This is an optimization exercise on Yosys and OpenROAD, whose aim is small area, not a production implementation. Only simulation tests tie the RTL to the original design; equivalence was not proved. Power is estimated from default activity; no workload was simulated.

[design/flow/flow/run.sh]
#!/bin/bash
set -euo pipefail
CTS="-sink_clustering_enable -repair_clock_nets -sink_clustering_size 10 -sink_clustering_max_diameter 35 -dont_use_dummy_load -buf_list sky130_fd_sc_hd__clkbuf_4"
bash standard.sh "BUFFER_PORTS_ARGS=-buffer_cell sky130_fd_sc_hd__buf_1" "CTS_ARGS=$CTS" finish > run_make.log 2>&1
[design/flow/standard.sh]
#!/bin/bash
# synth_recipe.tcl (not shown) runs the flow's synth.tcl, then flattens the netlist and writes it again
# the make line also repeats each setting of config.mk as NAME=value (left out here)
make -C /OpenROAD-flow-scripts/flow DESIGN_CONFIG=/design/flow/config.mk WORK_HOME=/design/flow/orfs CLKGATE_MAP_FILE= SYNTH_SCRIPT=/design/flow/synth_recipe.tcl "${@:-finish}"
[design/flow/config.mk]
export PLATFORM = sky130hd
export DESIGN_NAME = axis_lane_packer
export DESIGN_NICKNAME = axis_lane_packer
export VERILOG_FILES = /design/flow/design.v
export SDC_FILE = /design/flow/constraint.sdc
export NUM_CORES = 4
export LEC_CHECK = 0
export CAP_MARGIN = 20
export CORE_MARGIN = 2
export CORE_UTILIZATION = 35
export PLACE_DENSITY = 0.55
export SLEW_MARGIN = 20
export SYNTH_HIERARCHICAL = 1
[design/flow/constraint.sdc]
create_clock -name core_clock -period 12.0 [get_ports {clk}]
set_input_delay 2.4000 -clock core_clock [delete_from_list [all_inputs] [get_ports {clk}]]
set_output_delay 2.4000 -clock core_clock [all_outputs]
set_load 0.01 [all_outputs]
[design/flow/design.v]
module axis_lane_packer_ao #(
  parameter int W = 8,
  parameter int N = 4
) (
  input  logic [N*W-1:0] d,
  input  logic [N-1:0]   s,
  output logic [W-1:0]   q
);
  always_comb begin
    q = '0;
    for (int i = 0; i < N; i++) q = q | (d[i*W +: W] & {W{s[i]}});
  end
endmodule
module axis_lane_packer_aoi3 #(
  parameter int W = 8
) (
  input  logic [3*W-1:0] a,
  input  logic [2:0]     b,
  output logic [W-1:0]   q
);
  assign q = ~((a[0 +: W] & {W{b[0]}}) | (a[W +: W] & {W{b[1]}}) | (a[2*W +: W] & {W{b[2]}}));
endmodule
module axis_lane_packer_aoi2 #(
  parameter int W = 8
) (
  input  logic [2*W-1:0] a,
  input  logic [1:0]     b,
  output logic [W-1:0]   q
);
  assign q = ~((a[0 +: W] & {W{b[0]}}) | (a[W +: W] & {W{b[1]}}));
endmodule
module axis_lane_packer_ao8 #(
  parameter int W = 8
) (
  input  logic [8*W-1:0] d,
  input  logic [7:0]     s,
  output logic [W-1:0]   q
);
  logic [W-1:0] n0, n1, n2;
  axis_lane_packer_aoi3 #(.W(W)) u0 (.a(d[0 +: 3*W]),   .b(s[2:0]), .q(n0));
  axis_lane_packer_aoi3 #(.W(W)) u1 (.a(d[3*W +: 3*W]), .b(s[5:3]), .q(n1));
  axis_lane_packer_aoi2 #(.W(W)) u2 (.a(d[6*W +: 2*W]), .b(s[7:6]), .q(n2));
  assign q = ~(n0 & n1 & n2);
endmodule
module axis_lane_packer #(
  parameter int LANE_W      = 8,
  parameter int LANES       = 4,
  parameter int DEPTH_LANES = 32,
  parameter int SEG_W       = 12
) (
  input  logic                    clk,
  input  logic                    arst,
  input  logic [LANES*LANE_W-1:0] s_data,
  input  logic [LANES-1:0]        s_keep,
  input  logic                    s_valid,
  input  logic                    s_last,
  output logic                    s_ready,
  output logic [LANES*LANE_W-1:0] m_data,
  output logic [LANES-1:0]        m_keep,
  output logic                    m_valid,
  output logic                    m_last,
  output logic                    m_seg,
  input  logic                    m_ready,
  input  logic [SEG_W-1:0]        seg_len,
  output logic                    keep_err
);
  localparam int NB = 4;                  
  localparam int NR = DEPTH_LANES / NB;   
  localparam int RW = $clog2(NR);
  localparam int PW = $clog2(DEPTH_LANES);
  localparam int BW = LANE_W + 1;         
  function automatic logic [PW:0] add6(input logic [PW:0] a, input logic [PW:0] b, input logic cin);
    logic c;
    c = cin;
    for (int i = 0; i <= PW; i++) begin
      add6[i] = a[i] ^ b[i] ^ c;
      c       = (a[i] & b[i]) | (c & (a[i] ^ b[i]));
    end
  endfunction
  function automatic logic [SEG_W-1:0] add12(input logic [SEG_W-1:0] a, input logic [SEG_W-1:0] b, input logic cin);
    logic c;
    c = cin;
    for (int i = 0; i < SEG_W; i++) begin
      add12[i] = a[i] ^ b[i] ^ c;
      c        = (a[i] & b[i]) | (c & (a[i] ^ b[i]));
    end
  endfunction
  logic [LANE_W-1:0] r_buf [NB][NR];
  logic              r_end [NB][NR];       
  logic [PW:0]       r_wr, r_rd;           
  logic [SEG_W-1:0]  r_seg_len, r_seg_rem;
  logic              r_pkt_first;
  logic [LANES*LANE_W-1:0] r_m_data;
  logic [NB-1:1]     r_m_keep;             
  logic              r_m_valid, r_m_last, r_m_seg, r_keep_err;
  logic [PW:0] w_fill;
  assign w_fill  = add6(r_wr, ~r_rd, 1'b1);
  assign s_ready = !(w_fill[5] || (&w_fill[4:2] && |w_fill[1:0]));
  logic [NB-1:0] w_run;                   
  logic [2:0]    w_wcnt;
  logic          w_acc, w_keep_bad;
  assign w_run      = {&s_keep, &s_keep[2:0], &s_keep[1:0], s_keep[0]};
  assign w_keep_bad = |(s_keep & ~w_run);
  assign w_wcnt     = {w_run[3], w_run[1] & !w_run[3], (w_run[0] & !w_run[1]) | (w_run[2] & !w_run[3])};
  assign w_acc      = s_valid & s_ready;
  logic [1:0]    w_wrot;
  logic [RW-1:0] w_wrow;
  assign w_wrot = r_wr[1:0];
  assign w_wrow = r_wr[PW-1:2];
  logic [1:0]    w_pbank;
  logic          w_mark_prev;
  logic [NR-1:0] w_woh;
  assign w_pbank     = w_wrot + w_wcnt[1:0] - 2'd1;
  assign w_mark_prev = w_acc && s_last && w_wcnt == 3'd0;
  always_comb
    for (int r = 0; r < NR; r++) w_woh[r] = w_wrow == RW'(r);
  logic [LANE_W-1:0] w_wdata [NB];
  for (genvar b = 0; b < NB; b++) begin : g_wr
    logic [NB-1:0] lsel;
    always_comb
      for (int i = 0; i < NB; i++) lsel[i] = 2'(b) - w_wrot == 2'(i);
    axis_lane_packer_ao #(.W(LANE_W), .N(NB)) u_wmux (.d(s_data), .s(lsel), .q(w_wdata[b]));
  end
  always_ff @(posedge clk) begin
    for (int b = 0; b < NB; b++) begin
      logic [1:0]        li;
      logic              we, xe, mv;
      logic [NR-1:0]     wsel, psel;
      li   = 2'(b) - w_wrot;
      we   = w_acc && w_run[li];
      xe   = w_mark_prev && w_pbank == 2'(b);
      mv   = s_last && w_pbank == 2'(b);
      wsel = (2'(b) < w_wrot) ? {w_woh[NR-2:0], w_woh[NR-1]} : w_woh;
      psel = (b == NB-1) ? {w_woh[0], w_woh[NR-1:1]} : w_woh;
      for (int r = 0; r < NR; r++) begin
        if (we && wsel[r]) r_buf[b][r] <= w_wdata[b];
        if ((we && wsel[r]) || (xe && psel[r])) r_end[b][r] <= mv;
      end
    end
  end
  logic [1:0]    w_rrot;
  logic [RW-1:0] w_rrow;
  logic [NR-1:0] w_roh;
  logic [BW-1:0] w_bank [NB];             
  logic [NB-1:0] w_lane_end;
  assign w_rrot = r_rd[1:0];
  assign w_rrow = r_rd[PW-1:2];
  always_comb
    for (int r = 0; r < NR; r++) w_roh[r] = w_rrow == RW'(r);
  for (genvar b = 0; b < NB; b++) begin : g_rd
    logic [NR-1:0]    rsel;
    logic [NR*BW-1:0] rows;
    assign rsel = (2'(b) < w_rrot) ? {w_roh[NR-2:0], w_roh[NR-1]} : w_roh;
    for (genvar r = 0; r < NR; r++) begin : g_row
      assign rows[r*BW +: BW] = {r_buf[b][r], r_end[b][r]};
    end
    axis_lane_packer_ao8 #(.W(BW)) u_rmux (.d(rows), .s(rsel), .q(w_bank[b]));
  end
  logic [NB-1:0] w_lsel [NB];
  always_comb
    for (int k = 0; k < NB; k++)
      for (int b = 0; b < NB; b++) w_lsel[k][b] = 2'(k) + w_rrot == 2'(b);
  always_comb
    for (int k = 0; k < NB; k++) w_lane_end[k] = |(w_lsel[k] & {w_bank[3][0], w_bank[2][0], w_bank[1][0], w_bank[0][0]});
  logic [SEG_W-1:0] w_rem;
  logic             w_seg_on;
  assign w_rem    = r_pkt_first ? seg_len
                  : r_seg_rem | (r_seg_len & {SEG_W{r_seg_rem == '0}});
  assign w_seg_on = r_pkt_first ? |seg_len : |r_seg_len;
  logic [NB-1:0] w_nt, w_ft, w_kt;        
  logic [NB-1:0] w_endv;
  logic          w_found, w_can_load, w_load, w_seg_end;
  logic [2:0]    w_len;
  assign w_nt[0] = 1'b1;                  
  assign w_nt[1] = !w_seg_on || |w_rem[SEG_W-1:1];
  assign w_nt[2] = !w_seg_on || |w_rem[SEG_W-1:2] || &w_rem[1:0];
  assign w_nt[3] = !w_seg_on || |w_rem[SEG_W-1:2];
  assign w_ft[0] = |w_fill;
  assign w_ft[1] = |w_fill[PW:1];
  assign w_ft[2] = |w_fill[PW:2] || &w_fill[1:0];
  assign w_ft[3] = |w_fill[PW:2];
  assign w_endv  = w_lane_end & w_ft & w_nt;
  assign w_found = |w_endv;
  assign w_kt[0] = 1'b1;
  assign w_kt[1] = w_nt[1] && !w_endv[0];
  assign w_kt[2] = w_nt[2] && !(|w_endv[1:0]);
  assign w_kt[3] = w_nt[3] && !(|w_endv[2:0]);
  assign w_len   = {w_kt[3], w_kt[1] & !w_kt[3], !w_kt[1] | (w_kt[2] & !w_kt[3])};
  assign w_can_load = w_found || ((w_nt & ~w_ft) == '0);
  assign w_load     = w_can_load && (!r_m_valid || m_ready);
  assign w_seg_end  = w_seg_on && !(|w_rem[SEG_W-1:3]) && w_rem[2:0] == w_len;
  logic [LANES*LANE_W-1:0] w_beat;
  for (genvar k = 0; k < NB; k++) begin : g_lane
    logic [NB*LANE_W-1:0] banks;
    for (genvar b = 0; b < NB; b++) begin : g_b
      assign banks[b*LANE_W +: LANE_W] = w_bank[b][BW-1:1];
    end
    axis_lane_packer_ao #(.W(LANE_W), .N(NB)) u_omux (
      .d(banks), .s(w_lsel[k] & {NB{w_kt[k]}}), .q(w_beat[k*LANE_W +: LANE_W]));
  end
  logic [SEG_W-1:0] w_len12;
  assign w_len12 = SEG_W'(w_len);
  always_ff @(posedge clk) begin
    if (!r_m_valid || m_ready) begin
      r_m_data <= w_beat;
      r_m_keep <= w_kt[NB-1:1];
      r_m_last <= w_found || w_seg_end;
      r_m_seg  <= w_seg_end && !w_found;
    end
    if (r_pkt_first) r_seg_len <= seg_len;
    if (w_load) begin
      r_seg_rem <= add12(w_rem, ~w_len12, 1'b1);
    end
  end
  always_ff @(posedge clk) begin
    if (arst) begin
      r_wr        <= '0;
      r_rd        <= '0;
      r_pkt_first <= 1'b1;
      r_m_valid   <= 1'b0;
      r_keep_err  <= 1'b0;
    end else begin
      if (w_acc) begin
        r_wr <= add6(r_wr, (PW+1)'(w_wcnt), 1'b0);
        if (w_keep_bad) r_keep_err <= 1'b1;
      end
      if (!r_m_valid || m_ready) r_m_valid <= w_can_load;
      if (w_load) begin
        r_rd        <= add6(r_rd, (PW+1)'(w_len), 1'b0);
        r_pkt_first <= w_found;
      end
    end
  end
  assign m_data   = r_m_data;
  assign m_keep   = {r_m_keep, 1'b1};
  assign m_valid  = r_m_valid;
  assign m_last   = r_m_last;
  assign m_seg    = r_m_seg;
  assign keep_err = r_keep_err;
endmodule
==> qor.yml, run 1 <==
power_density_nw_per_um2: 221
final_cells: 1907
synth_edf_count: 349
track_usage_pct: 18.8
coreArea_um2: 46700
startpoint_type: "flop"
dp.cells: 1840
seq_area_frac_synth_pct: 64.9
drt_wl_total_um: 46300
ir_drop_mv: 0.0710
setup_ws_ns: 5.36
maxCapViolations: 0
grt-ovfl-total: 0
path_class: "flop to flop"
syn-cell-area_um2: 16600
max_freq_mhz: 151
tns_ns: 0
port_buffers: 92
die_height_um: 222
drive_above_1_share_pct: 11.6
slew_viol_final: 0
area_delta_synth_final_pct: 6.97
clkPwrFrac_pct: 16.8
slew-limit-headroom_pct: 25.5
cts_max_path_buffers: 3
cts_sinks: 364
hpwlAfterDp_um: 32600
yosys_warnings: 16
grt_pass1_vias: 10900
p_sw_mw: 1.54
cts_hold_buf: 0
cpPeakStageDelay_ns: 0.69
drt-vias-per-instance: 5.81
rsz0062_at_grt: "no"
ctsHtreeMaxLevel: 3
layout.nets: 1388
grt_max_degree: 40
async_flop_share_pct: 0
first_pass_iters: 19
cp_max_fo: 16
min-delay-path-class: "flop to flop"
ys_seq_elements: 364
die_area_um2: 49200
crit_top_cell: "ha_1"
netSwitchingFraction_pct: 39.2
critPathCaptureType: "flop"
fill_cells: 4461
crit_family: "adder cells"
cts_buffers: 66
fin_crit_ns: 6.64
cts_root_buffer: "clkbuf_4"
synth_cells: 1210
path_buf_inv: 3
drtIter0Drc: 1481
ctsResizeCount: 0
syn-num-nets: 1297
cts_tree: "built"
pin_count: 94
detail_route.wl_per_cell_um: 24.3
cts_setup_buffers: 0
multi_input_comb_area_um2: 5020
hold_viol: 0
setup-violations-final: 0
rows: 79
clk_latency_ns: 0.82
critPathArrivalTime_ns: 7.17
drc: 0
cp_slowest_cell: "dfxtp_1"
p_int_mw: 2.38
die_w_um: 222
p_leak_nw: 5.94
ys_types: 61
cp.required_ns: 12.53
worst_slew_pin_slew_ns: 1.11
gp_congestion: 0.850
syn_avg_cell_area_um2: 13.7
dp_slack_ns: 4.99
ant_nets: 0
vias: 11100
ys_dominant_reg_cell: "edfxtp_1"
fin_worst_skew_ns: 0.125
final-seq-area_um2: 10800
clk_pin_slew_worst_paths_ns: 0.08
finalCritPeriodShare_pct: 55.4
status: "finished clean"
p_seq_share_pct: 44.9
comb_power_share_pct: 38.3
antenna_found_initial: 1
initial_core_util_pct: 35.6
grt_pass1_wl_um: 69600
==> layout by cell type (no fill, tap or decap), types with 7 or more instances in the layout <==
cell / synthesis / final
nand4_1: 9 / 9
nor2_1: 90 / 88
a21oi_1: 24 / 24
nor2b_1: 11 / 11
nand3_1: 46 / 46
a222oi_1: 72 / 72
and2_1: 9 / 9
buf_4: 1 / 24
clkbuf_4: 0 / 66
nand2_1: 111 / 111
o21ai_0: 17 / 11
mux2i_1: 8 / 8
nor4_1: 7 / 7
mux2_2: 7 / 7
a22oi_2: 36 / 36
dfxtp_1: 15 / 15
nand2b_1: 7 / 7
fa_1: 10 / 10
inv_1: 45 / 45
a22oi_1: 130 / 130
buf_1: 0 / 92
edfxtp_1: 349 / 349
ha_1: 24 / 24
nor3_1: 13 / 12
o21ai_1: 2 / 8
o22ai_1: 10 / 10
==> registers in the layout (all words and copies together), names as in the netlist, 3 cells and up <==
| register | flops |
|---|---|
| r_seg_rem | 12 |
| r_m_data | 32 |
| r_end | 32 |
| r_m_keep | 3 |
| r_wr | 6 |
| r_rd | 6 |
| r_seg_len | 12 |
| r_buf | 256 |
==> synthesized netlist by cell type (all sizes together), types with 11 or more instances <==
cell type,number,area (um2)
dfxtp,15,300
ha,24,300
nand2,111,417
o21ai,19,95.1
edfxtp,349,10500
nor3,13,65.1
nor2b,11,68.8
nand3,46,230
nor2,90,338
buf,61,477
inv,45,169
a222oi,72,721
a22oi,166,1430
clkbuf,31,126
a21oi,25,129
==> stage by stage <==
stage	utilization (%)	hold slack (ns)	area (um2)	total power, mW
global placement	37.0	0.478	17300	3.25
detailed placement	37.0	0.475	17300	3.28
finish	38.1	0.477	17800	3.92
global route	38.1	0.538	17800	4.16
floorplan	-	0.481	16600	2.77
CTS	38.1	0.487	17800	3.93
==> cell families after synthesis <==
kind of cell	synth area share [%]
other	0.0226
AOI/OAI and AO/OA	16.9
muxes	0.957
adders and majority gates	3.01
and+or+nand+nor	8.68
buffers and inverters	4.87
xor gates and xnor gates	0.610
DFF	64.9
==> area by class of cell <==
cell class	count	share of cell area, %
clock buffer	66	2.79
inverter	46	0.972
antenna	1	0.0141
timing repair buffer	116	2.96
sequential	364	60.7
tap	607	4.28
multi-input combinational	707	28.3
==> worst register-to-register path: stages, from the launching register on <==
cell and delay, ns:
dfxtp_1 0.69, nand2_1 0.51, xnor2_1 0.47, nor2_1 0.28, a222oi_1 0.38, nand3_1 0.25
mux2_2 0.35, nor2_1 0.18, a221oi_4 0.07, nor2_1 0.17, nand3_1 0.30, inv_1 0.24
o21bai_1 0.12, ha_1 0.24, fa_1 0.36, inv_1 0.08, fa_1 0.17, inv_1 0.05
ha_1 0.17, ha_1 0.18, ha_1 0.18, ha_1 0.18, ha_1 0.18, ha_1 0.18
ha_1 0.17, ha_1 0.18, xnor2_1 0.12
==> power groups by stage <==
stage | sequential [mW] | combinational, mW | clock, mW
finish | 1.76 | 1.50 | 0.657
global route | 1.78 | 1.65 | 0.736
CTS | 1.76 | 1.49 | 0.682
detailed placement | 1.79 | 1.49 | 0
global placement | 1.79 | 1.46 | 0
floorplan | 1.79 | 0.983 | 0
==> path summary, 6_finish.rpt <==
check	startpoint	end	slack, ns	cells past startpoint
max	r_rd[1]	r_seg_rem[11]	5.36	26
min	r_keep_err	r_keep_err	0.48	2
max reg2reg	r_rd[1]	r_seg_rem[11]	5.36	26
min reg2reg	r_keep_err	r_keep_err	0.48	2
==> layer usage <==
metal / routed length (um) / vias to the layer above / global-route usage, %
met5: 0 / - / 0
met1: 19500 / 5509 / 25.5
li1: - / 4987 / -
met4: 794 / 0 / 6.21
met2: 22100 / 534 / 30.2
met3: 3970 / 55 / 3.76
==> run 2: changes to the inputs <==
==> design/flow/flow/run.sh (replaced) <==
#!/bin/bash
set -euo pipefail
CTS="-sink_clustering_enable -repair_clock_nets -sink_clustering_size 8 -sink_clustering_max_diameter 40 -dont_use_dummy_load -buf_list sky130_fd_sc_hd__clkbuf_4"
bash standard.sh "BUFFER_PORTS_ARGS=-buffer_cell sky130_fd_sc_hd__buf_1" "CTS_ARGS=$CTS" finish > run_make.log 2>&1
--- a/design/flow/config.mk
+++ b/design/flow/config.mk
@@ -8,6 +8,6 @@
 export CAP_MARGIN = 20
 export CORE_MARGIN = 2
 export CORE_UTILIZATION = 35
-export PLACE_DENSITY = 0.55
+export PLACE_DENSITY = 0.65
 export SLEW_MARGIN = 20
 export SYNTH_HIERARCHICAL = 1
==> run 2 against run 1 <==
Largest power group unchanged. Wire length down 4.3%. Clock-buffer cell count down 8. Worst setup slack worse by 0.017 ns. Global-route usage down 1.0 points. Via count up 0.83%. Critical path depth up 1. Area after synthesis unchanged. Still clean on timing, DRC and antenna. Largest cell class unchanged. Design area down 0.34%. Sequential share of layout area up 0.21 points. Utilization down 0.13 points. Combinational power about the same.
==> qor.yml, run 2 <==
cpPeakStageDelay_ns: 0.70
ys_seq_elements: 364
detail_route.wl_per_cell_um: 23.3
synth_area_leaders: "edfxtp_1, a22oi_1, a222oi_1, a22oi_2, nand2_1"
initial_core_util_pct: 35.6
path_buf_inv: 5
crit_top_cell: "ha_1"
yosysMostFrequentCell: "edfxtp_1"
pin_count: 94
worst_slew_pin_slew_ns: 1.10
drive_above_1_share_pct: 11.0
maxCapViolations: 0
startpoint_type: "flop"
track_usage_pct: 17.8
synth.area.mux_share_pct: 0.957
setup_ws_ns: 5.34
fill_cells: 4391
die_area_um2: 49200
cts_hold_buf: 0
async_flop_share_pct: 0
min-delay-path-class: "flop to flop"
ctsHtreeMaxLevel: 2
syn-num-nets: 1297
vias: 11200
grt_pass1_vias: 10900
yosys_warnings: 16
max_freq_mhz: 150
cts_root_buffer: "clkbuf_4"
die_height_um: 222
synth-compound-area-share_pct: 16.9
cts_sinks: 364
grt_pass1_wl_um: 66600
ys_dominant_reg_cell: "edfxtp_1"
final_area_um2: 17700
clk_latency_ns: 0.82
path_class: "flop to flop"
drtIter0Drc: 1512
syn-cell-area_um2: 16600
ys_types: 61
die_w_um: 222
cp_slowest_cell: "dfxtp_1"
cts_buffers: 58
drc: 0
first_pass_iters: 18
ant_nets: 0
synth_top_family_by_area: "compound AO/OA/AOI/OAI gates"
largest_register: "r_buf"
coreArea_um2: 46700
setup-violations-final: 0
dp_slack_ns: 5.07
slew_viol_final: 0
hold_viol: 0
ys_top_cells_by_count: "edfxtp_1, a22oi_1, nand2_1, nor2_1, a222oi_1"
yosys.area_share.xor_xnor_pct: 0.610
syn_avg_cell_area_um2: 13.7
finalCritPeriodShare_pct: 55.5
power_density_nw_per_um2: 217
cp.required_ns: 12.52
hpwlAfterDp_um: 31400
cts_tree: "built"
layout_common_cells: "edfxtp_1, a22oi_1, nand2_1, buf_1, nor2_1"
ir_drop_mv: 0.106
gp_congestion: 0.829
seq_area_frac_synth_pct: 64.9
synth-simple-area-share_pct: 8.68
cp_max_fo: 16
fin_worst_skew_ns: 0.116
fin_crit_ns: 6.66
ctsResizeCount: 0
critPathArrivalTime_ns: 7.18
synth_edf_count: 349
layout.nets: 1378
tns_ns: 0
grt-ovfl-total: 0
crit_family: "adder cells"
drt-vias-per-instance: 5.88
cts_max_path_buffers: 3
rows: 79
synth_cells: 1210
layout_commonest_cell: "edfxtp_1"
rsz0062_at_grt: "no"
grt_max_degree: 40
p_leak_nw: 5.90
slew-limit-headroom_pct: 26.7
yosys.area.top_type: "edfxtp_1"
area_delta_synth_final_pct: 6.61
port_buffers: 92
largest_registers: "r_buf (256), r_end (32), r_m_data (32)"
clk_pin_slew_worst_paths_ns: 0.08
cts_setup_buffers: 0
yosysTopAreaCellShare_pct: 63.1
critPathCaptureType: "flop"
largest_register_ffs: 256
status: "finished clean"
drt_wl_total_um: 44400
placed_area_um2: 17300
antenna_found_initial: 7
synth_adder_area_share_pct: 3.01
run 2: per-stage QoR:
| stage | std cells | hold slack (ns) | power, mW | utilization [%] |
|---|---|---|---|---|
| after floorplan | 1210 | 0.481 | 2.77 | - |
| after global placement | 1837 | 0.509 | 3.20 | 37.0 |
| after detailed placement | 1838 | 0.521 | 3.24 | 37.0 |
| after CTS | 1896 | 0.543 | 3.85 | 37.9 |
| after global routing | 1900 | 0.564 | 4.06 | 37.9 |
| final | 1900 | 0.523 | 3.85 | 37.9 |
run 2: final timing paths:
check | cells after the start | end | slack, ns | start
max | 27 | r_seg_rem[11] | 5.34 | r_rd[1]
min reg2reg | 2 | r_keep_err | 0.52 | r_keep_err
min | 2 | r_keep_err | 0.52 | r_keep_err
max reg2reg | 27 | r_seg_rem[11] | 5.34 | r_rd[1]
run 2: power by group:
group | internal [mW] | switching, mW | leakage (nW)
registers | 1.69 | 0.0653 | 3.37
clock network | 0.219 | 0.393 | 0.267
logic | 0.439 | 1.04 | 2.26
total | 2.35 | 1.50 | 5.90
run 2: per-layer routing:
layer  vias to the layer above  wire, um  global-route usage [%]
li1                       4962         -                       -
met1                      5533     17700                    22.7
met2                       584     21300                    29.6
met3                        90      3980                    4.02
met4                         8      1280                    6.52
met5                         -        50                       0
run 2: cell families (layout without fill, tap and decap cells):
kind of cell	count (synthesis)	count (layout)
DFF	364	364
AOI/OAI and AO/OA	328	328
and+or+nand+nor	319	319
buffers and inverters	139	218
adders and majority gates	34	34
muxes	15	15
xor gates and xnor gates	10	10
other	1	5
run 2: cell type report:
| type | instances | area (um2) | share of cell area, % |
|---|---|---|---|
| timing repair buffer | 114 | 510 | 2.88 |
| clock buffer | 58 | 435 | 2.46 |
| antenna | 4 | 10.0 | 0.0565 |
| multi-input combinational | 707 | 5030 | 28.4 |
| tap | 607 | 759 | 4.29 |
| sequential | 364 | 10800 | 60.9 |
| inverter | 46 | 173 | 0.975 |
run 2: tightest hold or removal path, delay by kind of cell, from the launching register on:
kind	cells	cell delay (ns)
AO/OA/AOI/OAI	1	0.05
flip-flops	1	0.35
AND/OR/NAND/NOR	1	0.08
==> run 3: changes to the inputs <==
==> design/flow/flow/run.sh (replaced) <==
#!/bin/bash
set -euo pipefail
CTS="-sink_clustering_enable -repair_clock_nets -sink_clustering_size 5 -sink_clustering_max_diameter 25 -dont_use_dummy_load -buf_list sky130_fd_sc_hd__clkbuf_2"
bash standard.sh "BUFFER_PORTS_ARGS=-buffer_cell sky130_fd_sc_hd__buf_1" "CTS_ARGS=$CTS" finish > run_make.log 2>&1
==> run 3 against run 2 <==
Fmax down 0.47%. Clock power grew 3.4%. Hold slack worse by 0.0054 ns. Combinational power about the same. Critical endpoint unchanged.
==> qor.yml, run 3 <==
status: "finished clean"
ys_top_cells_by_count: "edfxtp_1, a22oi_1, nand2_1, nor2_1, a222oi_1"
ir_drop_mv: 0.104
syn-num-nets: 1297
met3_usage_pct: 4.78
die_area_um2: 49200
rows: 79
seq_area_frac_synth_pct: 64.9
cts_buffers: 95
grt_use_met1_pct: 22.1
yosys_warnings: 16
pin_count: 94
power_density_nw_per_um2: 218
cp_slowest_cell: "dfxtp_1"
ys_types: 61
ctsHtreeMaxLevel: 3
async_flop_share_pct: 0
critPathCaptureType: "flop"
cp.required_ns: 12.68
clk_latency_ns: 1.10
cts_root_buffer: "clkbuf_2"
ys_seq_elements: 364
yosys.area.top_type: "edfxtp_1"
cp_max_fo: 16
port_buffers: 92
syn-cell-area_um2: 16600
grt_pass1_vias: 11200
track_usage_pct: 17.9
finalCritPeriodShare_pct: 55.8
cpPeakStageDelay_ns: 0.71
yosysTopAreaCellShare_pct: 63.1
largest_register_ffs: 256
cts_max_path_buffers: 3
setup-violations-final: 0
rsz0062_at_grt: "no"
die_w_um: 222
vias: 11400
crit_family: "adder cells"
gp_congestion: 0.829
critPathArrivalTime_ns: 7.37
grt_util_met2_pct: 30.0
cts_setup_buffers: 0
largest_registers: "r_buf (256), r_end (32), r_m_data (32)"
p_leak_nw: 6.03
cts_tree: "built"
crit_top_cell: "ha_1"
grt_pass1_wl_um: 67000
grt_max_degree: 40
drtIter0Drc: 1406
yosysMostFrequentCell: "edfxtp_1"
path_class: "flop to flop"
slew_viol_final: 0
antenna_found_initial: 7
layout.nets: 1415
layout_common_cells: "edfxtp_1, a22oi_1, nand2_1, clkbuf_2, buf_1"
max_freq_mhz: 149
path_buf_inv: 5
drt_wl_total_um: 44600
initial_core_util_pct: 35.6
synth_edf_count: 349
drive_above_1_share_pct: 13.5
cts_sinks: 364
area_delta_synth_final_pct: 6.87
grt.busiest_layer: "met2"
largest_register: "r_buf"
synth_cells: 1210
startpoint_type: "flop"
fin_worst_skew_ns: 0.195
first_pass_iters: 18
clk_pin_slew_worst_paths_ns: 0.07
drt-vias-per-instance: 5.86
hold_viol: 0
grt-ovfl-total: 0
ys_dominant_reg_cell: "edfxtp_1"
slew-limit-headroom_pct: 24.6
die_height_um: 222
fin_crit_ns: 6.69
drc: 0
coreArea_um2: 46700
ctsResizeCount: 0
hpwlAfterDp_um: 31400
detail_route.wl_per_cell_um: 23.0
syn_avg_cell_area_um2: 13.7
maxCapViolations: 0
worst_slew_pin_slew_ns: 1.12
layout_commonest_cell: "edfxtp_1"
synth_area_leaders: "edfxtp_1, a22oi_1, a222oi_1, a22oi_2, nand2_1"
cts_hold_buf: 0
holdWs_ns: 0.518
tns_ns: 0
min-delay-path-class: "flop to flop"
ant_nets: 0
-- run 3: cell count changes in the layout (fill, tap and decap cells not counted) --
cell	change
diode_2	+1
clkbuf_4	-58
clkbuf_2	+95
-- run 3: logic make-up after synthesis --
| family | after synthesis | synth area share, % |
|---|---|---|
| DFF | 364 | 64.9 |
| AOI/OAI and AO/OA | 328 | 16.9 |
| and+or+nand+nor | 319 | 8.68 |
| buffers and inverters | 139 | 4.87 |
| adders and majority gates | 34 | 3.01 |
| muxes | 15 | 0.957 |
| xor gates and xnor gates | 10 | 0.610 |
| other | 1 | 0.0226 |
-- run 3: routing by layer --
layer  routed length [um]  part of all wire [%]
met5                   52                  0.12
met3                 4110                   9.2
met2                21600                    48
met4                 1260                   2.8
met1                17600                    40
-- run 3: path summary, 6_finish.rpt --
| check | start | end | slack [ns] | cells past startpoint |
|---|---|---|---|---|
| max reg2reg | r_rd[1] | r_seg_rem[11] | 5.31 | 27 |
| min reg2reg | r_keep_err | r_keep_err | 0.52 | 2 |
| min | r_keep_err | r_keep_err | 0.52 | 2 |
| max | r_rd[1] | r_seg_rem[11] | 5.31 | 27 |
-- run 3: area by class of cell --
| type | instances | area, um2 |
|---|---|---|
| fill | 4396 | 28900 |
| sequential | 364 | 10800 |
| multi-input combinational | 707 | 5030 |
| tap | 607 | 759 |
| timing repair buffer | 114 | 510 |
| clock buffer | 95 | 475 |
| inverter | 46 | 173 |
| antenna | 5 | 12.5 |
-- run 3: where the power goes --
group          switching, mW  total (mW)  leakage (nW)  internal, mW
registers             0.0650        1.76          3.37          1.69
clock network          0.429       0.633         0.395         0.204
logic                   1.05        1.48          2.26         0.439
-- run 3: worst reg2reg max path, cell delays in order (launching register included) --
cell and delay, ns:
dfxtp_1 0.71, inv_1 0.40, fa_1 0.51, fa_1 0.37, inv_1 0.07, fa_1 0.18
fa_1 0.18, xnor3_1 0.17, and4b_1 0.47, a221oi_4 0.15, nor2_1 0.16, nand3_1 0.30
inv_1 0.25, o21bai_1 0.12, ha_1 0.24, fa_1 0.36, inv_1 0.08, fa_1 0.16
inv_1 0.05, ha_1 0.17, ha_1 0.19, ha_1 0.18, ha_1 0.18, ha_1 0.18
ha_1 0.18, ha_1 0.18, ha_1 0.19, xnor2_1 0.12
-- run 3: per-stage QoR --
stage | setup slack [ns] | utilization, % | instances | area (um2) | total power [mW]
after floorplan | 5.69 | - | 1210 | 16600 | 2.77
after global placement | 5.21 | 37.0 | 1837 | 17200 | 3.20
after detailed placement | 5.07 | 37.0 | 1838 | 17300 | 3.24
after CTS | 5.33 | 38.0 | 1933 | 17700 | 3.87
after global routing | 4.92 | 38.0 | 1938 | 17700 | 4.09
final | 5.31 | 38.0 | 1938 | 17700 | 3.87
==> run 4: changes to the inputs <==
==> design/flow/flow/run.sh (replaced) <==
#!/bin/bash
set -euo pipefail
here=$(pwd)
CTS="-sink_clustering_enable -repair_clock_nets -sink_clustering_size 8 -sink_clustering_max_diameter 40 -dont_use_dummy_load -buf_list sky130_fd_sc_hd__clkbuf_4"
bash standard.sh "BUFFER_PORTS_ARGS=-buffer_cell sky130_fd_sc_hd__buf_1" "CTS_ARGS=$CTS" \
  "PRE_RESIZE_TCL=$here/flow/pre_resize.tcl" finish > run_make.log 2>&1
==> design/flow/flow/pre_resize.tcl (new file) <==
# Before repair_design: downsize gates on paths with timing slack to spare
# (synthesis maps for speed); repair_design then fixes any slew or load limits.
estimate_parasitics -placement
repair_timing -recover_power 100 -verbose
--- a/design/flow/config.mk
+++ b/design/flow/config.mk
@@ -8,6 +8,6 @@
 export CAP_MARGIN = 20
 export CORE_MARGIN = 2
 export CORE_UTILIZATION = 35
-export PLACE_DENSITY = 0.65
+export PLACE_DENSITY = 0.55
 export SLEW_MARGIN = 20
 export SYNTH_HIERARCHICAL = 1
==> run 4 against run 3 <==
Utilization fell by 0.070 points. Total power rose by 0.13%. Non-clock buffer count increased by 3. Sequential power about the same. Clock skew down 0.059 ns. Synthesized cell count did not move. Largest power group unchanged.
==> qor.yml, run 4 <==
ctsResizeCount: 0
fin_worst_skew_ns: 0.137
r2r_end: "r_seg_rem[11]"
gp_congestion: 0.850
area_delta_synth_final_pct: 6.67
ys_dominant_reg_cell: "edfxtp_1"
drive_above_1_share_pct: 11.0
power_density_nw_per_um2: 219
finalCritPeriodShare_pct: 55.9
initial_core_util_pct: 35.6
seq_area_frac_synth_pct: 64.9
rows: 79
yosys_warnings: 16
holdWs_ns: 0.489
max_freq_mhz: 149
setup-violations-final: 0
ir_drop_mv: 0.0786
syn-cell-area_um2: 16600
p_leak_nw: 5.90
worst_slew_pin_slew_ns: 1.13
r2r_slack_ns: 5.29
grt-ovfl-total: 0
syn-num-nets: 1297
path_class: "flop to flop"
grt_pass1_wl_um: 70100
die_height_um: 222
cts_tree: "built"
hpwlAfterDp_um: 32600
drt_wl_total_um: 46300
synth_edf_count: 349
ant_nets: 0
port_buffers: 92
whs_path_depth: 2
ys_seq_elements: 364
cts_hold_buf: 0
yosysTopAreaCellShare_pct: 63.1
synth_cells: 1210
cp_max_fo: 16
grt_max_degree: 37
cts_buffers: 58
vias: 11000
largest_register_ffs: 256
hold_end: "r_keep_err"
syn_avg_cell_area_um2: 13.7
fill_cells: 4456
p_sw_mw: 1.53
comb_power_share_pct: 38.7
startpoint_type: "flop"
coreArea_um2: 46700
reg2reg_depth: 26
slew-limit-headroom_pct: 24.0
yosysMostFrequentCell: "edfxtp_1"
dp_slack_ns: 4.85
rsz0062_at_grt: "no"
min-delay-start: "r_keep_err"
track_usage_pct: 18.8
largest_registers: "r_buf (256), r_end (32), r_m_data (32)"
ys_types: 61
cts_root_buffer: "clkbuf_4"
layout_common_cells: "edfxtp_1, a22oi_1, nand2_1, buf_1, nor2_1"
first_pass_iters: 19
clkPwrFrac_pct: 16.0
setup_ws_ns: 5.29
clk_latency_ns: 0.83
netSwitchingFraction_pct: 39.4
die_w_um: 222
clk_pin_slew_worst_paths_ns: 0.09
yosys.area.top_type: "edfxtp_1"
tns_ns: 0
layout.nets: 1381
rr_startpoint: "r_rd[1]"
drc: 0
die_area_um2: 49200
maxCapViolations: 0
cts_sinks: 364
layout_commonest_cell: "edfxtp_1"
async_flop_share_pct: 0
cts_max_path_buffers: 3
pin_count: 94
p_int_mw: 2.35
placed_area_um2: 17300
hold_viol: 0
cp.required_ns: 12.51
slew_viol_final: 0
largest_register: "r_buf"
drtIter0Drc: 1523
ctsHtreeMaxLevel: 2
min-delay-path-class: "flop to flop"
p_seq_share_pct: 45.4
antenna_found_initial: 1
grt_pass1_vias: 10900
critPathCaptureType: "flop"
fin_crit_ns: 6.71
drt-vias-per-instance: 5.81
synth_area_leaders: "edfxtp_1, a22oi_1, a222oi_1, a22oi_2, nand2_1"
critPathArrivalTime_ns: 7.21
final_area_um2: 17700
cts_setup_buffers: 0
status: "finished clean"
detail_route.wl_per_cell_um: 24.4
ys_top_cells_by_count: "edfxtp_1, a22oi_1, nand2_1, nor2_1, a222oi_1"
run 4: cell type report:
type | instances | area [um2] | area share [%]
sequential | 364 | 10800 | 60.9
tap | 607 | 759 | 4.29
clock buffer | 58 | 435 | 2.46
antenna | 1 | 2.50 | 0.0141
multi-input combinational | 707 | 5020 | 28.4
timing repair buffer | 117 | 536 | 3.02
inverter | 46 | 173 | 0.975
run 4: how the worst max path moves through the flow:
stage | startpoint | endpoint
CTS | r_rd[1] | r_seg_rem[11]
finish | r_rd[1] | r_seg_rem[11]
global placement | seg_len[11] | r_seg_rem[11]
detailed placement | seg_len[10] | r_seg_rem[11]
floorplan | seg_len[10] | r_seg_rem[11]
global route | r_rd[1] | r_seg_rem[11]
run 4: layer usage:
metal	part of all wire (%)	vias up	global-route usage, %
met4	2.5	0	6.12
met2	47	493	30.5
li1	-	4960	-
met1	43	5517	25.8
met3	7.1	74	3.01
met5	0	-	0
run 4: critical path: stages, from the launching register on:
cell      delay [ns]
dfxtp_1         0.70
nand2_1         0.55
xnor2_1         0.46
nor2_1          0.29
a222oi_1        0.37
nand3_1         0.25
mux2_2          0.35
nor2_1          0.19
a221oi_4        0.07
nor2_1          0.15
nand3_1         0.29
inv_1           0.23
o21bai_1        0.11
ha_1            0.25
fa_1            0.36
inv_1           0.08
fa_1            0.16
inv_1           0.05
ha_1            0.17
ha_1            0.18
ha_1            0.18
ha_1            0.18
ha_1            0.18
ha_1            0.18
ha_1            0.18
ha_1            0.18
xnor2_1         0.12
run 4: metrics by stage:
stage / utilization, % / power, mW / cells
after floorplan: - / 2.77 / 1210
final: 38.0 / 3.88 / 1900
after CTS: 38.0 / 3.90 / 1899
after detailed placement: 37.0 / 3.28 / 1841
after global routing: 38.0 / 4.12 / 1900
after global placement: 37.0 / 3.25 / 1840
run 4: logic make-up after synthesis:
group / count (synthesis) / synth area share, %
DFF: 364 / 64.9
AOI/OAI and AO/OA: 328 / 16.9
and+or+nand+nor: 319 / 8.68
buffers and inverters: 139 / 4.87
adders and majority gates: 34 / 3.01
muxes: 15 / 0.957
xor gates and xnor gates: 10 / 0.610
other: 1 / 0.0226
run 4: power groups by stage:
stage               Clock, mW  Combinational (mW)  Sequential [mW]
global route            0.691                1.65             1.78
detailed placement          0                1.49             1.79
global placement            0                1.46             1.79
CTS                     0.641                1.49             1.76
finish                  0.619                1.50             1.76
floorplan                   0               0.983             1.79
==> run 5: changes to the inputs <==
==> design/flow/flow/pre_resize.tcl (replaced) <==
# Before repair_design: synthesis maps for speed and leaves many gates at a
# higher drive strength than the design's 12 ns clock needs. Swap each cell
# for the smallest-area cell of the same family (same function and pins,
# another drive strength); repair_design then fixes any slew or load limit
# this breaks, and the later timing repairs still run.
set n 0
set saved 0.0
foreach inst [get_cells *] {
  set cell [get_property $inst ref_name]
  if {![regexp {^(sky130_fd_sc_hd__[a-z0-9]+)_([0-9]+)$} $cell -> base drive]} { continue }
  if {[string match *clkbuf* $base] || [string match *dly* $base]} { continue }
  set best $cell
  set best_area [get_property [get_lib_cells $cell] area]
  foreach lc [get_lib_cells -quiet ${base}_*] {
    set name [get_property $lc name]
    if {![regexp "^${base}_\[0-9\]+\$" $name]} { continue }
    if {[get_property $lc dont_use]} { continue }
    set a [get_property $lc area]
    if {$a < $best_area} { set best $name; set best_area $a }
  }
  if {$best ne $cell} {
    set saved [expr {$saved + [get_property [get_lib_cells $cell] area] - $best_area}]
    replace_cell $inst $best
    incr n
  }
}
puts "pre_resize: downsized $n instances, [format %.1f $saved] um2"
==> run 5 against run 4 <==
The flow now stops in 3_4_place_resized. Synthesized cell count unchanged. Area after synthesis unchanged.
==> qor.yml, run 5 <==
initial_core_util_pct: 35.6
ys_dominant_reg_cell: "edfxtp_1"
seq_area_frac_synth_pct: 64.9
syn_avg_cell_area_um2: 13.7
syn-cell-area_um2: 16600
ys_top_cells_by_count: "edfxtp_1, a22oi_1, nand2_1, nor2_1, a222oi_1"
yosysMostFrequentCell: "edfxtp_1"
rows: 79
die_height_um: 222
port_buffers: 92
synth_edf_count: 349
stop_stage: "3_4_place_resized"
yosys.area.top_type: "edfxtp_1"
yosys_warnings: 16
status: "did not finish"
ys_types: 61
syn-num-nets: 1297
yosysTopAreaCellShare_pct: 63.1
synth_cells: 1210
die_w_um: 222
gp_congestion: 0.850
error: "[ERROR STA-2200] get_property object is null."
ys_seq_elements: 364
synth_area_leaders: "edfxtp_1, a22oi_1, a222oi_1, a22oi_2, nand2_1"
pin_count: 94
async_flop_share_pct: 0
## run 5: power by group through the flow
stage                   Clock (mW)  Combinational, mW  Sequential (mW)
after floorplan                  0              0.983             1.79
after global placement           0               1.46             1.79
## run 5: through the flow
stage	instance area, um2	power [mW]	cells
after global placement	17300	3.25	1840
after floorplan	16600	2.77	1210
## run 5: how the worst min path moves through the flow
stage	startpoint	endpoint	slack [ns]	depth (start not counted)
after floorplan	r_wr[5]	r_wr[5]	0.48	2
after global placement	r_keep_err	r_keep_err	0.48	2
## run 5: logic make-up after synthesis
kind of cell | after synthesis | share of synthesized area [%]
xor+xnor | 10 | 0.610
buf+inv | 139 | 4.87
flops | 364 | 64.9
fa+ha+maj | 34 | 3.01
other cells | 1 | 0.0226
simple gates | 319 | 8.68
compound gates | 328 | 16.9
mux | 15 | 0.957
==> run 6: changes to the inputs <==
--- a/design/flow/flow/pre_resize.tcl
+++ b/design/flow/flow/pre_resize.tcl
@@ -9,8 +9,10 @@
   set cell [get_property $inst ref_name]
   if {![regexp {^(sky130_fd_sc_hd__[a-z0-9]+)_([0-9]+)$} $cell -> base drive]} { continue }
   if {[string match *clkbuf* $base] || [string match *dly* $base]} { continue }
+  set cur [get_lib_cells -quiet $cell]
+  if {$cur eq ""} { continue }
   set best $cell
-  set best_area [get_property [get_lib_cells $cell] area]
+  set best_area [get_property $cur area]
   foreach lc [get_lib_cells -quiet ${base}_*] {
     set name [get_property $lc name]
     if {![regexp "^${base}_\[0-9\]+\$" $name]} { continue }
@@ -19,7 +21,7 @@
     if {$a < $best_area} { set best $name; set best_area $a }
   }
   if {$best ne $cell} {
-    set saved [expr {$saved + [get_property [get_lib_cells $cell] area] - $best_area}]
+    set saved [expr {$saved + [get_property $cur area] - $best_area}]
     replace_cell $inst $best
     incr n
   }
--- a/design/flow/config.mk
+++ b/design/flow/config.mk
@@ -8,6 +8,6 @@
 export CAP_MARGIN = 20
 export CORE_MARGIN = 2
 export CORE_UTILIZATION = 35
-export PLACE_DENSITY = 0.55
+export PLACE_DENSITY = 0.65
 export SLEW_MARGIN = 20
 export SYNTH_HIERARCHICAL = 1
==> run 6 against run 5 <==
Synthesized cell count stayed put. Area after synthesis did not move. Now clean on timing, DRC and antenna.
==> qor.yml, run 6 <==
status: "finished clean"
yosys.area.top_type: "edfxtp_1"
rsz0062_at_grt: "no"
fin_worst_skew_ns: 0.110
ys_dominant_reg_cell: "edfxtp_1"
pin_count: 94
largest_register_ffs: 256
maxCapViolations: 0
cts_tree: "built"
hold_viol: 0
cts_root_buffer: "clkbuf_4"
syn_avg_cell_area_um2: 13.7
ctsResizeCount: 0
vias: 11100
drt_wl_total_um: 44400
ys_top_cells_by_count: "edfxtp_1, a22oi_1, nand2_1, nor2_1, a222oi_1"
area_delta_synth_final_pct: 4.91
ir_drop_mv: 0.0814
die_height_um: 222
track_usage_pct: 17.7
die_w_um: 222
cts_sinks: 364
gp_congestion: 0.829
cp_max_fo: 12
detail_route.wl_per_cell_um: 23.3
layout_commonest_cell: "edfxtp_1"
first_pass_iters: 19
startpoint_type: "flop"
tns_ns: 0
cp_slowest_cell: "nor2_1"
clk_pin_slew_worst_paths_ns: 0.09
slew-limit-headroom_pct: 24.5
min-delay-path-class: "flop to flop"
clk_latency_ns: 0.80
fill_cells: 4417
synth_area_leaders: "edfxtp_1, a22oi_1, a222oi_1, a22oi_2, nand2_1"
coreArea_um2: 46700
final_cells: 1903
critPathCaptureType: "flop"
async_flop_share_pct: 0
path_class: "flop to flop"
power_density_nw_per_um2: 218
cts_hold_buf: 0
die_area_um2: 49200
yosysTopAreaCellShare_pct: 63.1
grt_pass1_vias: 10900
drtIter0Drc: 1539
synth_edf_count: 349
ctsHtreeMaxLevel: 2
syn-num-nets: 1297
ant_nets: 0
cts_max_path_buffers: 3
largest_registers: "r_buf (256), r_end (32), r_m_data (32)"
syn-cell-area_um2: 16600
yosys_warnings: 16
synth_cells: 1210
rows: 79
dp.cells: 1841
antenna_found_initial: 7
drc: 0
fin_crit_ns: 6.88
max_freq_mhz: 145
hpwlAfterDp_um: 31300
layout_common_cells: "edfxtp_1, a22oi_1, nand2_1, buf_1, nor2_1"
yosysMostFrequentCell: "edfxtp_1"
worst_slew_pin_slew_ns: 1.13
p_leak_nw: 5.83
grt-ovfl-total: 0
slew_viol_final: 0
crit_top_cell: "ha_1"
drt-vias-per-instance: 5.85
seq_area_frac_synth_pct: 64.9
largest_register: "r_buf"
cp.required_ns: 12.47
layout.nets: 1381
ys_seq_elements: 364
setup-violations-final: 0
cts_buffers: 57
ys_types: 61
grt_pass1_wl_um: 66400
finalCritPeriodShare_pct: 57.3
port_buffers: 92
drive_above_1_share_pct: 6.50
cts_setup_buffers: 0
cpPeakStageDelay_ns: 0.90
initial_core_util_pct: 35.6
critPathArrivalTime_ns: 7.35
grt_max_degree: 37
==> run 6: cell counts after synthesis <==
No cell type changed its count.
==> run 6: layout make-up <==
class	instances	area [um2]	share of cell area, %
tap	607	759	4.36
timing repair buffer	118	489	2.81
antenna	4	10.0	0.0575
inverter	46	173	0.991
clock buffer	57	428	2.46
multi-input combinational	707	4780	27.4
sequential	364	10800	61.9
==> run 6: path summary, 6_finish.rpt <==
check	start	end	slack (ns)	cells after the start
max reg2reg	r_rd[3]	r_seg_rem[11]	5.12	26
min	r_keep_err	r_keep_err	0.52	2
min reg2reg	r_keep_err	r_keep_err	0.52	2
max	r_rd[3]	r_seg_rem[11]	5.12	26
==> run 6: stage by stage <==
stage	setup slack [ns]	util [%]	area [um2]	hold WS [ns]	total power, mW
2_1_floorplan	5.69	-	16600	0.481	2.77
3_3_place_gp	5.21	37.0	17200	0.509	3.20
3_5_place_dp	5.07	36.4	17000	0.514	3.21
4_1_cts	5.25	37.3	17400	0.543	3.81
5_1_grt	4.67	37.3	17400	0.564	4.02
6_report	5.12	37.3	17400	0.518	3.80
==> run 6: cells by family (layout without fill, tap and decap cells) <==
kind of cell	Yosys count	in the layout	share of synthesized area, %
flops	364	364	64.9
compound gates	328	328	16.9
simple gates	319	319	8.68
buf+inv	139	221	4.87
fa+ha+maj	34	34	3.01
mux	15	15	0.957
xor+xnor	10	10	0.610
other cells	1	5	0.0226
==> run 6: power by group <==
part           switching (mW)  internal (mW)
Combinational            1.03          0.414
Sequential             0.0635           1.69
Clock                   0.395          0.216
==> run 6: critical path: cells and delay by family (launching register included) <==
family	cells	cell delay, ns
simple gates	6	1.68
buf+inv	2	0.12
flops	1	0.63
xor+xnor	1	0.12
fa+ha+maj	11	2.19
compound gates	5	1.62
mux	1	0.23
==> run 6: per-layer routing <==
metal	wire, um	track usage [%]	vias to the layer above
met5	46	0	-
met4	1200	6.21	8
met3	3940	3.82	98
met2	21300	29.4	561
met1	17900	23.0	5507
li1	-	-	4956
==> run 7: changes to the inputs <==
--- a/design/flow/config.mk
+++ b/design/flow/config.mk
@@ -8,6 +8,6 @@
 export CAP_MARGIN = 20
 export CORE_MARGIN = 2
 export CORE_UTILIZATION = 35
-export PLACE_DENSITY = 0.65
+export PLACE_DENSITY = 0.55
 export SLEW_MARGIN = 20
 export SYNTH_HIERARCHICAL = 1
==> run 7 against run 6 <==
Non-clock buffer count shrank 1. First-iteration DRC count grew 2.4%. Die area is the same. Clock power grew 3%. Largest power group unchanged.
==> qor.yml, run 7 <==
ys_types: 61
async_flop_share_pct: 0
die_area_um2: 49200
rsz0062_at_grt: "no"
drt_wl_total_um: 46400
setup-violations-final: 0
antenna_found_initial: 1
dp_slack_ns: 5.04
grt_pass1_vias: 10700
status: "finished clean"
multi_input_comb_area_um2: 4780
final-seq-area_um2: 10800
hpwlAfterDp_um: 32500
p_int_mw: 2.32
cp_max_fo: 17
fin_worst_skew_ns: 0.144
rr_startpoint: "r_rd[1]"
first_pass_iters: 19
cp.required_ns: 12.51
ctsResizeCount: 0
cts_root_buffer: "clkbuf_4"
port_buffers: 92
r2r_end: "r_seg_rem[11]"
layout_common_cells: "edfxtp_1, a22oi_1, nand2_1, buf_1, nor2_1"
power_density_nw_per_um2: 221
p_sw_mw: 1.52
p_seq_share_pct: 45.8
reg2reg_depth: 26
fin_crit_ns: 6.76
cts_hold_buf: 0
ant_nets: 0
die_height_um: 222
startpoint_type: "flop"
max_freq_mhz: 148
pin_count: 94
drc: 0
ir_drop_mv: 0.0693
clkPwrFrac_pct: 16.4
ys_seq_elements: 364
seq_area_frac_synth_pct: 64.9
comb_power_share_pct: 37.8
min-delay-start: "r_keep_err"
worst_slew_pin_slew_ns: 1.15
finalCritPeriodShare_pct: 56.3
ys_dominant_reg_cell: "edfxtp_1"
gp_congestion: 0.850
rows: 79
fill_cells: 4493
syn-cell-area_um2: 16600
hold_end: "r_keep_err"
cts_sinks: 364
critPathCaptureType: "flop"
drtIter0Drc: 1576
grt-ovfl-total: 0
cts_tree: "built"
cts_max_path_buffers: 3
whs_path_depth: 2
p_leak_nw: 5.81
largest_register: "r_buf"
die_w_um: 222
vias: 11000
power_mw: 3.84
layout_commonest_cell: "edfxtp_1"
largest_register_ffs: 256
syn_avg_cell_area_um2: 13.7
grt_pass1_wl_um: 69500
initial_core_util_pct: 35.6
crit_top_cell: "ha_1"
maxCapViolations: 0
ys_top_cells_by_count: "edfxtp_1, a22oi_1, nand2_1, nor2_1, a222oi_1"
cts_setup_buffers: 0
yosysTopAreaCellShare_pct: 63.1
critPathArrivalTime_ns: 7.27
syn-num-nets: 1297
grt_max_degree: 37
coreArea_um2: 46700
netSwitchingFraction_pct: 39.5
track_usage_pct: 18.7
layout.nets: 1382
path_class: "flop to flop"
min-delay-path-class: "flop to flop"
area_delta_synth_final_pct: 4.82
cp_slowest_cell: "buf_1"
ctsHtreeMaxLevel: 2
cts_buffers: 59
setup_ws_ns: 5.24
final_core_util_pct: 37.3
hold_viol: 0
yosys.area.top_type: "edfxtp_1"
cpPeakStageDelay_ns: 0.69
drt-vias-per-instance: 5.79
clk_pin_slew_worst_paths_ns: 0.09
yosys_warnings: 16
tns_ns: 0
clk_latency_ns: 0.83
slew-limit-headroom_pct: 22.6
synth_cells: 1210
synth_edf_count: 349
synth_area_leaders: "edfxtp_1, a22oi_1, a222oi_1, a22oi_2, nand2_1"
detail_route.wl_per_cell_um: 24.4
r2r_slack_ns: 5.24
slew_viol_final: 0
drive_above_1_share_pct: 6.26
largest_registers: "r_buf (256), r_end (32), r_m_data (32)"
yosysMostFrequentCell: "edfxtp_1"
-- run 7: cell counts after synthesis --
No cell type changed its count.
-- run 7: through the flow --
step / hold WS, ns / instance area, um2 / cells
6_report: 0.486 / 17400 / 1901
5_1_grt: 0.546 / 17400 / 1901
4_1_cts: 0.500 / 17400 / 1900
3_5_place_dp: 0.482 / 17000 / 1841
3_3_place_gp: 0.478 / 17300 / 1840
2_1_floorplan: 0.481 / 16600 / 1210
-- run 7: worst max path at each step --
stage	to	from	slack, ns	depth (start not counted)
2_1_floorplan	r_seg_rem[11]	seg_len[10]	5.69	21
6_report	r_seg_rem[11]	r_rd[1]	5.24	26
5_1_grt	r_seg_rem[11]	r_rd[1]	4.67	26
4_1_cts	r_seg_rem[11]	r_rd[1]	5.26	26
3_3_place_gp	r_seg_rem[11]	seg_len[11]	5.16	22
3_5_place_dp	r_seg_rem[11]	seg_len[4]	5.04	21
-- run 7: metal layers --
layer,global-route usage [%],share of wire [%]
met1,24.9,43
met2,30.4,48
met3,3.71,7.4
met4,6.30,2.1
met5,0,0
-- run 7: layout make-up --
class,count,area share [%]
Sequential cell,364,61.9
Multi-Input combinational cell,707,27.5
Tap cell,607,4.36
Timing Repair Buffer,117,2.66
Clock buffer,59,2.55
Inverter,46,0.992
Antenna cell,1,0.0144
-- run 7: cell families after synthesis --
logic type	synth area share [%]
AOI/OAI and AO/OA	16.9
xor gates and xnor gates	0.610
adders and majority gates	3.01
buffers and inverters	4.87
DFF	64.9
muxes	0.957
other	0.0226
and+or+nand+nor	8.68
-- run 7: critical path: cells and delay by family, from the launching register on --
family / cells / cell delay [ns]
simple gates: 5 / 1.04
buf+inv: 4 / 1.05
compound gates: 5 / 1.59
xor+xnor: 1 / 0.12
flops: 1 / 0.49
fa+ha+maj: 11 / 2.18
-- run 7: power by group through the flow --
stage | Combinational, mW | Clock (mW) | Sequential, mW
global route | 1.61 | 0.706 | 1.77
CTS | 1.44 | 0.650 | 1.76
global placement | 1.46 | 0 | 1.79
floorplan | 0.983 | 0 | 1.79
finish | 1.45 | 0.629 | 1.76
detailed placement | 1.44 | 0 | 1.79
==> run 8: changes to the inputs <==
--- a/design/flow/design.v
+++ b/design/flow/design.v
@@ -199,7 +199,7 @@
       .d(banks), .s(w_lsel[k] & {NB{w_kt[k]}}), .q(w_beat[k*LANE_W +: LANE_W]));
   end
   logic [SEG_W-1:0] w_len12;
-  assign w_len12 = SEG_W'(w_len);
+  assign w_len12 = SEG_W'(w_load ? w_len : 3'd0);
   always_ff @(posedge clk) begin
     if (!r_m_valid || m_ready) begin
       r_m_data <= w_beat;
@@ -208,9 +208,7 @@
       r_m_seg  <= w_seg_end && !w_found;
     end
     if (r_pkt_first) r_seg_len <= seg_len;
-    if (w_load) begin
-      r_seg_rem <= add12(w_rem, ~w_len12, 1'b1);
-    end
+    r_seg_rem <= add12(w_rem, ~w_len12, 1'b1);
   end
   always_ff @(posedge clk) begin
     if (arst) begin
==> run 8 against run 7 <==
Design area about the same. Global-route usage decreased by 0.39 points. Worst setup slack got worse by 1.0 ns. Critical endpoint is now r_seg_rem[11]. Utilization about the same. Register-to-register slack got worse by 1.0 ns. Fmax decreased by 13%. Sequential share of layout area decreased by 0.64 points. Highest routed layer unchanged. Still clean. Combinational power increased by 11%.
==> qor.yml, run 8 <==
dp.cells: 1863
synth_cells: 1227
cts_hold_buf: 0
ctsHtreeMaxLevel: 2
die_area_um2: 48900
r2r_end: "r_seg_rem[11]"
ys_dominant_reg_cell: "edfxtp_1"
layout_common_cells: "edfxtp_1, a22oi_1, nand2_1, buf_1, nor2_1"
r2r_slack_ns: 4.20
tns_ns: 0
drc: 0
async_flop_share_pct: 0
yosys.area_share.xor_xnor_pct: 0.463
yosys_warnings: 16
ctsResizeCount: 0
rr_startpoint: "r_rd[1]"
final_core_util_pct: 37.3
cp_slowest_cell: "buf_1"
cts_tree: "built"
setup_ws_ns: 4.20
path_class: "flop to flop"
status: "finished clean"
vias: 11200
final-seq-area_um2: 10700
cts_root_buffer: "clkbuf_4"
worst_slew_pin_slew_ns: 1.23
largest_registers: "r_buf (256), r_end (32), r_m_data (32)"
synth_edf_count: 337
yosys.area.top_type: "edfxtp_1"
die_w_um: 221
drtIter0Drc: 1587
seq_area_frac_synth_pct: 64.6
port_buffers: 92
grt_max_degree: 40
dp_slack_ns: 4.40
multi_input_comb_area_um2: 4870
synth_area_leaders: "edfxtp_1, a22oi_1, a222oi_1, dfxtp_1, nand2_1"
pin_count: 94
largest_register: "r_buf"
slew-limit-headroom_pct: 17.6
grt_pass1_wl_um: 67300
finalCritPeriodShare_pct: 65.0
syn-num-nets: 1312
power_density_nw_per_um2: 231
crit_top_cell: "ha_1"
first_pass_iters: 8
min-delay-start: "r_wr[5]"
gp_congestion: 0.845
rsz0062_at_grt: "no"
area_delta_synth_final_pct: 5.40
cp_max_fo: 32
critPathArrivalTime_ns: 8.52
setup-violations-final: 0
cp-startpoint: "r_rd[1]"
cts_buffers: 60
drt-vias-per-instance: 5.82
startpoint_type: "flop"
grt.busiest_layer: "met2"
initial_core_util_pct: 35.4
p_leak_nw: 5.80
rows: 79
cts_max_path_buffers: 3
ys_types: 63
syn-cell-area_um2: 16500
syn_avg_cell_area_um2: 13.4
power_mw: 4.01
cts_sinks: 364
coreArea_um2: 46600
ys_top_cells_by_count: "edfxtp_1, nand2_1, a22oi_1, nor2_1, a222oi_1"
detail_route.wl_per_cell_um: 23.7
hpwlAfterDp_um: 32600
max_freq_mhz: 128
track_usage_pct: 18.3
reg2reg_depth: 28
synth.area.mux_share_pct: 1.11
final_cells: 1926
maxCapViolations: 0
min-delay-path-class: "flop to flop"
slew_viol_final: 0
met3_usage_pct: 4.25
hold_viol: 0
ir_drop_mv: 0.0933
cp.required_ns: 12.71
layout.nets: 1403
grt_pass1_vias: 10600
die_height_um: 221
grt_use_met1_pct: 26.6
yosysTopAreaCellShare_pct: 61.3
drt_wl_total_um: 45700
cts_setup_buffers: 0
grt-ovfl-total: 0
layout_commonest_cell: "edfxtp_1"
ys_seq_elements: 364
synth-simple-area-share_pct: 9.33
synth-compound-area-share_pct: 17.0
ant_nets: 0
critPathCaptureType: "flop"
yosysMostFrequentCell: "edfxtp_1"
drive_above_1_share_pct: 6.23
antenna_found_initial: 3
largest_register_ffs: 256
clk_latency_ns: 0.83
fin_worst_skew_ns: 0.102
clk_pin_slew_worst_paths_ns: 0.09
fill_cells: 4506
grt_util_met2_pct: 27.8
crit_path_end: "r_seg_rem[11]"
synth_top_family_by_area: "compound AO/OA/AOI/OAI gates"
synth_adder_area_share_pct: 2.88
cpPeakStageDelay_ns: 0.83
fin_crit_ns: 7.80
## run 8: cell types whose count changed in the layout (fill, tap and decap cells not counted), sizes merged, moves of 9 or more
cell    before  now
nand2      111  131
o21ai       19   36
dfxtp       15   27
edfxtp     349  337
nand2b       7   17
a21oi       25   16
## run 8: how the worst min path moves through the flow
stage,end,cells after the start
floorplan,r_wr[5],2
global placement,r_wr[5],2
detailed placement,r_wr[5],2
CTS,r_wr[5],2
global route,r_wr[5],2
finish,r_wr[5],2
## run 8: power breakdown
group | switching (mW) | internal (mW)
registers | 0.0617 | 1.70
logic | 1.16 | 0.453
clock network | 0.409 | 0.226
total | 1.63 | 2.38
## run 8: critical path: cells and delay by family (launching register included)
kind	cells	cell delay, ns
AO/OA/AOI/OAI	4	1.79
XOR/XNOR	1	0.15
adder cells (fa/ha/maj)	11	2.13
buffers and inverters	4	1.24
flip-flops	1	0.29
multiplexers	1	0.54
AND/OR/NAND/NOR	7	1.55
## run 8: stage by stage
stage / instance area, um2 / hold WS, ns
floorplan: 16500 / 0.481
global placement: 17200 / 0.517
detailed placement: 16900 / 0.524
CTS: 17400 / 0.546
global route: 17400 / 0.574
finish: 17400 / 0.537
## run 8: routing by layer
layer	up-vias	routed length, um	part of all wire [%]
li1	5014	-	-
met1	5546	20300	44
met2	585	20200	44
met3	61	4390	9.6
met4	0	814	1.8
met5	-	0	0
## run 8: logic make-up (layout without fill, tap and decap cells)
family          count (synthesis)  in the layout
flops                         364            364
other cells                     1              4
fa+ha+maj                      32             32
buf+inv                       135            224
mux                            14             14
xor+xnor                        7              7
compound gates                338            338
simple gates                  336            336
## run 8: final cells by class
| cell class | instances | area share, % |
|---|---|---|
| Antenna cell | 3 | 0.0432 |
| Clock buffer | 60 | 2.59 |
| Inverter | 48 | 1.04 |
| Multi-Input combinational cell | 728 | 28.0 |
| Sequential cell | 364 | 61.3 |
| Tap cell | 607 | 4.37 |
| Timing Repair Buffer | 116 | 2.66 |
==> run 9: changes to the inputs <==
==> design/flow/flow/run.sh (replaced) <==
#!/bin/bash
set -euo pipefail
here=$(pwd)
CTS="-sink_clustering_enable -repair_clock_nets -sink_clustering_size 8 -sink_clustering_max_diameter 60 -dont_use_dummy_load -buf_list sky130_fd_sc_hd__clkbuf_4"
bash standard.sh "BUFFER_PORTS_ARGS=-buffer_cell sky130_fd_sc_hd__buf_1" "CTS_ARGS=$CTS" \
  "PRE_RESIZE_TCL=$here/flow/pre_resize.tcl" finish > run_make.log 2>&1
==> run 9 against run 8 <==
Still clean. Global-route usage is essentially flat. Clock power fell by 4.3%. Fmax is 0.23% lower. Die area unchanged. Worst setup slack lost 0.018 ns. Critical path depth is the same. Wire length is 0.23% higher. Sequential cell count unchanged. Non-clock buffer count unchanged. First-iteration DRC count is 1.2% higher. Final cell count down 0.26%. Via count grew 0.69%.
==> qor.yml, run 9 <==
status: "finished clean"
grt-ovfl-total: 0
first_pass_iters: 7
worst_slew_pin_slew_ns: 1.29
dp.cells: 1863
ir_drop_mv: 0.0892
syn-cell-area_um2: 16500
cp.required_ns: 12.73
r2r_slack_ns: 4.18
final_area_um2: 17300
synth_edf_count: 337
largest_registers: "r_buf (256), r_end (32), r_m_data (32)"
fin_crit_ns: 7.82
synth_cells: 1227
track_usage_pct: 18.3
drt-vias-per-instance: 5.87
cts_tree: "built"
ys_seq_elements: 364
largest_register_ffs: 256
critPathCaptureType: "flop"
cpPeakStageDelay_ns: 0.84
yosys.area.top_type: "edfxtp_1"
ctsHtreeMaxLevel: 2
pin_count: 94
die_height_um: 221
netSwitchingFraction_pct: 40.9
grt.busiest_layer: "met2"
clk_latency_ns: 0.83
min-delay-path-class: "flop to flop"
crit_top_cell: "ha_1"
grt_max_degree: 40
grt_pass1_vias: 10600
layout_common_cells: "edfxtp_1, a22oi_1, nand2_1, buf_1, nor2_1"
min-delay-start: "r_wr[5]"
met3_usage_pct: 3.90
yosysMostFrequentCell: "edfxtp_1"
async_flop_share_pct: 0
drtIter0Drc: 1606
clk_pin_slew_worst_paths_ns: 0.09
power_density_nw_per_um2: 230
ys_top_cells_by_count: "edfxtp_1, nand2_1, a22oi_1, nor2_1, a222oi_1"
hold_viol: 0
maxCapViolations: 0
slew-limit-headroom_pct: 13.6
r2r_end: "r_seg_rem[11]"
ctsResizeCount: 0
drt_wl_total_um: 45800
tns_ns: 0
synth_area_leaders: "edfxtp_1, a22oi_1, a222oi_1, dfxtp_1, nand2_1"
slew_viol_final: 0
detail_route.wl_per_cell_um: 23.9
grt_use_met1_pct: 26.7
syn_avg_cell_area_um2: 13.4
grt_pass1_wl_um: 67500
hpwlAfterDp_um: 32600
cts_setup_buffers: 0
die_area_um2: 48900
ys_dominant_reg_cell: "edfxtp_1"
vias: 11300
hold_end: "r_wr[5]"
cts_buffers: 53
seq_area_frac_synth_pct: 64.6
rsz0062_at_grt: "no"
port_buffers: 92
grt_util_met2_pct: 27.8
startpoint_type: "flop"
cp_slowest_cell: "buf_1"
p_seq_share_pct: 44.3
cp_max_fo: 32
p_leak_nw: 5.77
finalCritPeriodShare_pct: 65.2
[run 9: cell counts after synthesis]
No cell type changed its count.
[run 9: worst max-delay path: cells and delay by family (launching register included)]
kind / cells / cell delay [ns]
AO/OA/AOI/OAI: 4 / 1.78
multiplexers: 1 / 0.54
AND/OR/NAND/NOR: 7 / 1.55
XOR/XNOR: 1 / 0.15
flip-flops: 1 / 0.30
adder cells (fa/ha/maj): 11 / 2.12
buffers and inverters: 4 / 1.25
[run 9: cell type report]
class                      count  area [um2]
timing repair buffer         116         463
fill                        4503       29200
antenna                        5        12.5
inverter                      48         180
tap                          607         759
clock buffer                  53         398
sequential                   364       10700
multi-input combinational    728        4870
[run 9: how the worst max path moves through the flow]
stage	startpoint	to	slack (ns)
floorplan	r_rd[1]	r_seg_rem[11]	5.72
global placement	r_rd[0]	r_seg_rem[11]	5.13
detailed placement	r_rd[1]	r_seg_rem[11]	4.40
CTS	r_rd[1]	r_seg_rem[11]	4.36
global route	r_rd[1]	r_seg_rem[11]	3.79
finish	r_rd[1]	r_seg_rem[11]	4.18
[run 9: power groups by stage]
| stage | logic [mW] | registers (mW) | clock network (mW) |
|---|---|---|---|
| 5_1_grt | 1.77 | 1.78 | 0.677 |
| 3_5_place_dp | 1.58 | 1.80 | 0 |
| 6_report | 1.61 | 1.77 | 0.608 |
| 3_3_place_gp | 1.58 | 1.80 | 0 |
| 4_1_cts | 1.59 | 1.77 | 0.629 |
| 2_1_floorplan | 1.06 | 1.81 | 0 |
[run 9: cells by family after synthesis]
family,Yosys count,synth area share (%)
DFF,364,64.6
adders and majority gates,32,2.88
AOI/OAI and AO/OA,338,17.0
muxes,14,1.11
and+or+nand+nor,336,9.33
xor gates and xnor gates,7,0.463
buffers and inverters,135,4.55
other,1,0.0227
[run 9: per-layer routing]
metal	part of all wire [%]	wire length (um)	up-vias
li1	-	-	4999
met3	9.1	4170	86
met4	2.1	969	0
met5	0	0	-
met1	45	20500	5596
met2	44	20200	602
[run 9: per-stage QoR]
| step | power, mW | setup WS, ns | hold slack [ns] | utilization [%] |
|---|---|---|---|---|
| final | 3.99 | 4.18 | 0.537 | 37.2 |
| after CTS | 3.99 | 4.36 | 0.546 | 37.2 |
| after global placement | 3.38 | 5.13 | 0.517 | 36.9 |
| after floorplan | 2.86 | 5.72 | 0.481 | - |
| after detailed placement | 3.38 | 4.40 | 0.524 | 36.3 |
| after global routing | 4.22 | 3.79 | 0.574 | 37.2 |

Re-timed with assumed drivers on the ports (clkbuf_16 on the clock, buf_2 on other inputs), run 9 has 4.178 ns of setup slack against 4.178 ns with ideal ports, and 4.178 ns once port delays also move by the mid clock arrival of 0.827 ns.
